This design comes from an exercise in tuning for small area on the open sky130 flow, not from production work.
In this exercise RTL edits were held to simulation tests only and were not proved equivalent to the original.
No activity file was given, so power comes from the tool's default toggle rates.

==> wip/indigo <==
Design hni_data_buffer, start of the top module:
module hni_data_buffer #(
    parameter int                               num_entries = 8,
    parameter logic [hni_dbf_pkg::NODEID_W-1:0] node_id     = 7'h12
) (
    input  logic                                  clk,
    input  logic                                  rst,
    input  hni_dbf_pkg::alloc_t                   alloc,
    input  logic                                  rxdat_valid,
    input  hni_dbf_pkg::dat_flit_t                rxdat_flit,
    input  logic                                  retire_valid,
    input  logic [$clog2(num_entries)-1:0]        retire_idx,
    input  logic                                  wdat_en,
    input  logic [$clog2(num_entries)-1:0]        wdat_idx,
    input  logic                                  rdat_en,
    input  logic [$clog2(num_entries)-1:0]        rdat_idx,
    input  hni_dbf_pkg::txdat_cmd_t               txdat_cmd,
    input  logic [hni_dbf_pkg::AXID_W-1:0]        rid,
    input  logic [hni_dbf_pkg::AXI_DATA_W-1:0]    rdata,
    input  logic [1:0]                            rresp,
    input  logic                                  rlast,
    input  logic                                  rvalid,
    output logic                                  rready,
    output logic [hni_dbf_pkg::AXI_DATA_W-1:0]    wdata,
    output logic [hni_dbf_pkg::AXI_STRB_W-1:0]    wstrb,
    output logic                                  wlast,
    output logic                                  wvalid,
    input  logic                                  wready,
    output logic                                  w_done,
    output hni_dbf_pkg::rbeat_t                   rbeat,
    output logic                                  txdat_valid,
    output hni_dbf_pkg::dat_flit_t                txdat_flit
);
==> flow/config.mk <==
export PLATFORM = sky130hd
export DESIGN_NAME = hni_data_buffer
export DESIGN_NICKNAME = hni_data_buffer
export VERILOG_FILES = /design/flow/design.v
export SDC_FILE = /design/flow/constraint.sdc
export NUM_CORES = 4
export LEC_CHECK = 0
export CAP_MARGIN = 20
export CELL_PAD_IN_SITES_DETAIL_PLACEMENT = 1
export CELL_PAD_IN_SITES_GLOBAL_PLACEMENT = 1
export CORE_MARGIN = 2
export CORE_UTILIZATION = 30
export CTS_BUF_LIST = sky130_fd_sc_hd__clkbuf_8
export CTS_CLUSTER_DIAMETER = 60
export CTS_CLUSTER_SIZE = 20
export PLACE_DENSITY = 0.45
export SLEW_MARGIN = 20
==> flow/constraint.sdc <==
create_clock -name core_clock -period 7.5 [get_ports {clk}]
set_input_delay 1.5000 -clock core_clock [delete_from_list [all_inputs] [get_ports {clk}]]
set_output_delay 1.5000 -clock core_clock [all_outputs]
set_load 0.01 [all_outputs]
standard.sh (not shown) runs the stock make flow with config.mk's settings and CLKGATE_MAP_FILE= SYNTH_SCRIPT=/design/flow/synth_recipe.tcl, a recipe that flattens the netlist after the stock synthesis.
==> flow/flow/run.sh <==
#!/bin/bash
# The standard layout (the standard.sh) with these changes:
#  - synthesis is the standard flow's synthesis script unchanged except that ABC maps the
#    combinational logic with flow/abc_area.script (an area-oriented mapping);
#    flip-flop mapping, flattening and renaming are untouched, so the registers
#    are the standard synthesis's;
#  - flow/remap.py then rewrites nand2(a22oi(a,b,c,d), nand2(e,f)) as
#    inv(a222oi(a,b,c,d,e,f)) in the synthesised netlist (same function, less
#    area; combinational cells only);
#  - the ports get the smallest buffer (sky130_fd_sc_hd__buf_1);
#  - clock tree synthesis adds no dummy loads (sink clusters of at most 20 within 60 um).
# Each tool's output goes to a log file in this folder (and ORFS's own logs).
set -euo pipefail
work=$PWD
res=$work/orfs/results/$FLOW_PLATFORM/hni_data_buffer/base
sed "s#log_cmd abc {\*}\$abc_args#log_cmd abc {*}[lreplace \$abc_args 1 1 $work/flow/abc_area.script]#" \
    "$FLOW_HOME/scripts/synth.tcl" > "$work/synth_area.tcl"
grep -q "abc_area.script" "$work/synth_area.tcl"
sed "s#\$::env(SCRIPTS_DIR)/synth.tcl#$work/synth_area.tcl#" synth_recipe.tcl > "$work/synth_recipe_area.tcl"
grep -q "synth_area.tcl" "$work/synth_recipe_area.tcl"
export BUFFER_PORTS_ARGS="-buffer_cell sky130_fd_sc_hd__buf_1"
export CTS_ARGS="-sink_clustering_enable -repair_clock_nets -dont_use_dummy_load -sink_clustering_size 20 -sink_clustering_max_diameter 60 -buf_list {sky130_fd_sc_hd__clkbuf_8}"
bash standard.sh SYNTH_SCRIPT="$work/synth_recipe_area.tcl" "$res/1_2_yosys.v" > standard_synth.log 2>&1
cp "$res/1_2_yosys.v" "$work/1_2_yosys.pre_remap.v"
python3 flow/remap.py "$work/1_2_yosys.pre_remap.v" "$res/1_2_yosys.v" > remap.log 2>&1
bash standard.sh SYNTH_SCRIPT="$work/synth_recipe_area.tcl" finish > standard.log 2>&1
Other scripts of this flow, unchanged in this note and not shown: flow/flow/abc_area.script, flow/flow/remap.py
==> wip/amber: changes against wip/indigo <==
--- a/flow/flow/run.sh
+++ b/flow/flow/run.sh
@@ -8,7 +8,7 @@
 #    inv(a222oi(a,b,c,d,e,f)) in the synthesised netlist (same function, less
 #    area; combinational cells only);
 #  - the ports get the smallest buffer (sky130_fd_sc_hd__buf_1);
-#  - clock tree synthesis adds no dummy loads (sink clusters of at most 20 within 60 um).
+#  - clock tree synthesis adds no dummy loads (sink clusters of at most 14 within 50 um).
 # Each tool's output goes to a log file in this folder (and ORFS's own logs).
 set -euo pipefail
 work=$PWD
@@ -19,7 +19,7 @@
 sed "s#\$::env(SCRIPTS_DIR)/synth.tcl#$work/synth_area.tcl#" synth_recipe.tcl > "$work/synth_recipe_area.tcl"
 grep -q "synth_area.tcl" "$work/synth_recipe_area.tcl"
 export BUFFER_PORTS_ARGS="-buffer_cell sky130_fd_sc_hd__buf_1"
-export CTS_ARGS="-sink_clustering_enable -repair_clock_nets -dont_use_dummy_load -sink_clustering_size 20 -sink_clustering_max_diameter 60 -buf_list {sky130_fd_sc_hd__clkbuf_8}"
+export CTS_ARGS="-sink_clustering_enable -repair_clock_nets -dont_use_dummy_load -sink_clustering_size 14 -sink_clustering_max_diameter 50 -buf_list {sky130_fd_sc_hd__clkbuf_8}"
 bash standard.sh SYNTH_SCRIPT="$work/synth_recipe_area.tcl" "$res/1_2_yosys.v" > standard_synth.log 2>&1
 cp "$res/1_2_yosys.v" "$work/1_2_yosys.pre_remap.v"
 python3 flow/remap.py "$work/1_2_yosys.pre_remap.v" "$res/1_2_yosys.v" > remap.log 2>&1
Settings changed: CTS_CLUSTER_DIAMETER 60 to 50, CTS_CLUSTER_SIZE 20 to 14.
==> notes <==
wip/indigo finished clean. wip/amber completed without violations. Between wip/amber and wip/indigo, the lower clock skew is in wip/indigo (gap 20 ps). Synthesized cell count is the same in wip/indigo and wip/amber. Between wip/indigo and wip/amber, the lower register-to-register slack is in wip/amber (gap 50 ps). Between wip/amber and wip/indigo, the lower sequential share of layout area is in wip/amber (gap 0.25 points). In routed wire length, wip/amber and wip/indigo hardly differ. In combinational power, wip/indigo and wip/amber hardly differ. Of wip/indigo and wip/amber, wip/amber has the higher cell area (gap 0.64%, measured against wip/amber).

what the ideal ports hide:
In the flow no input, the clock included, has a driving cell. The finished layouts below were timed again as built, in two steps.
Step 1 sets driving cells, clkbuf_16 on the clock port and buf_2 on the other inputs (assumed; they add their load-dependent delay and slew).
Step 2 also shifts input and output timing later by t, the mid clock arrival at the registers, as if the neighbouring blocks saw the same clock.
a / b / c = ideal / step 1 / step 2; a / b = the first two.
run	t, ns	slack for setup (ns)	pins driven straight from the clock port
wip/indigo	1.056	0.748 / 0.647 / 0.909	1
wip/amber	1.065	0.734 / 0.634 / 0.933	1
After both steps every run listed still meets setup and hold.
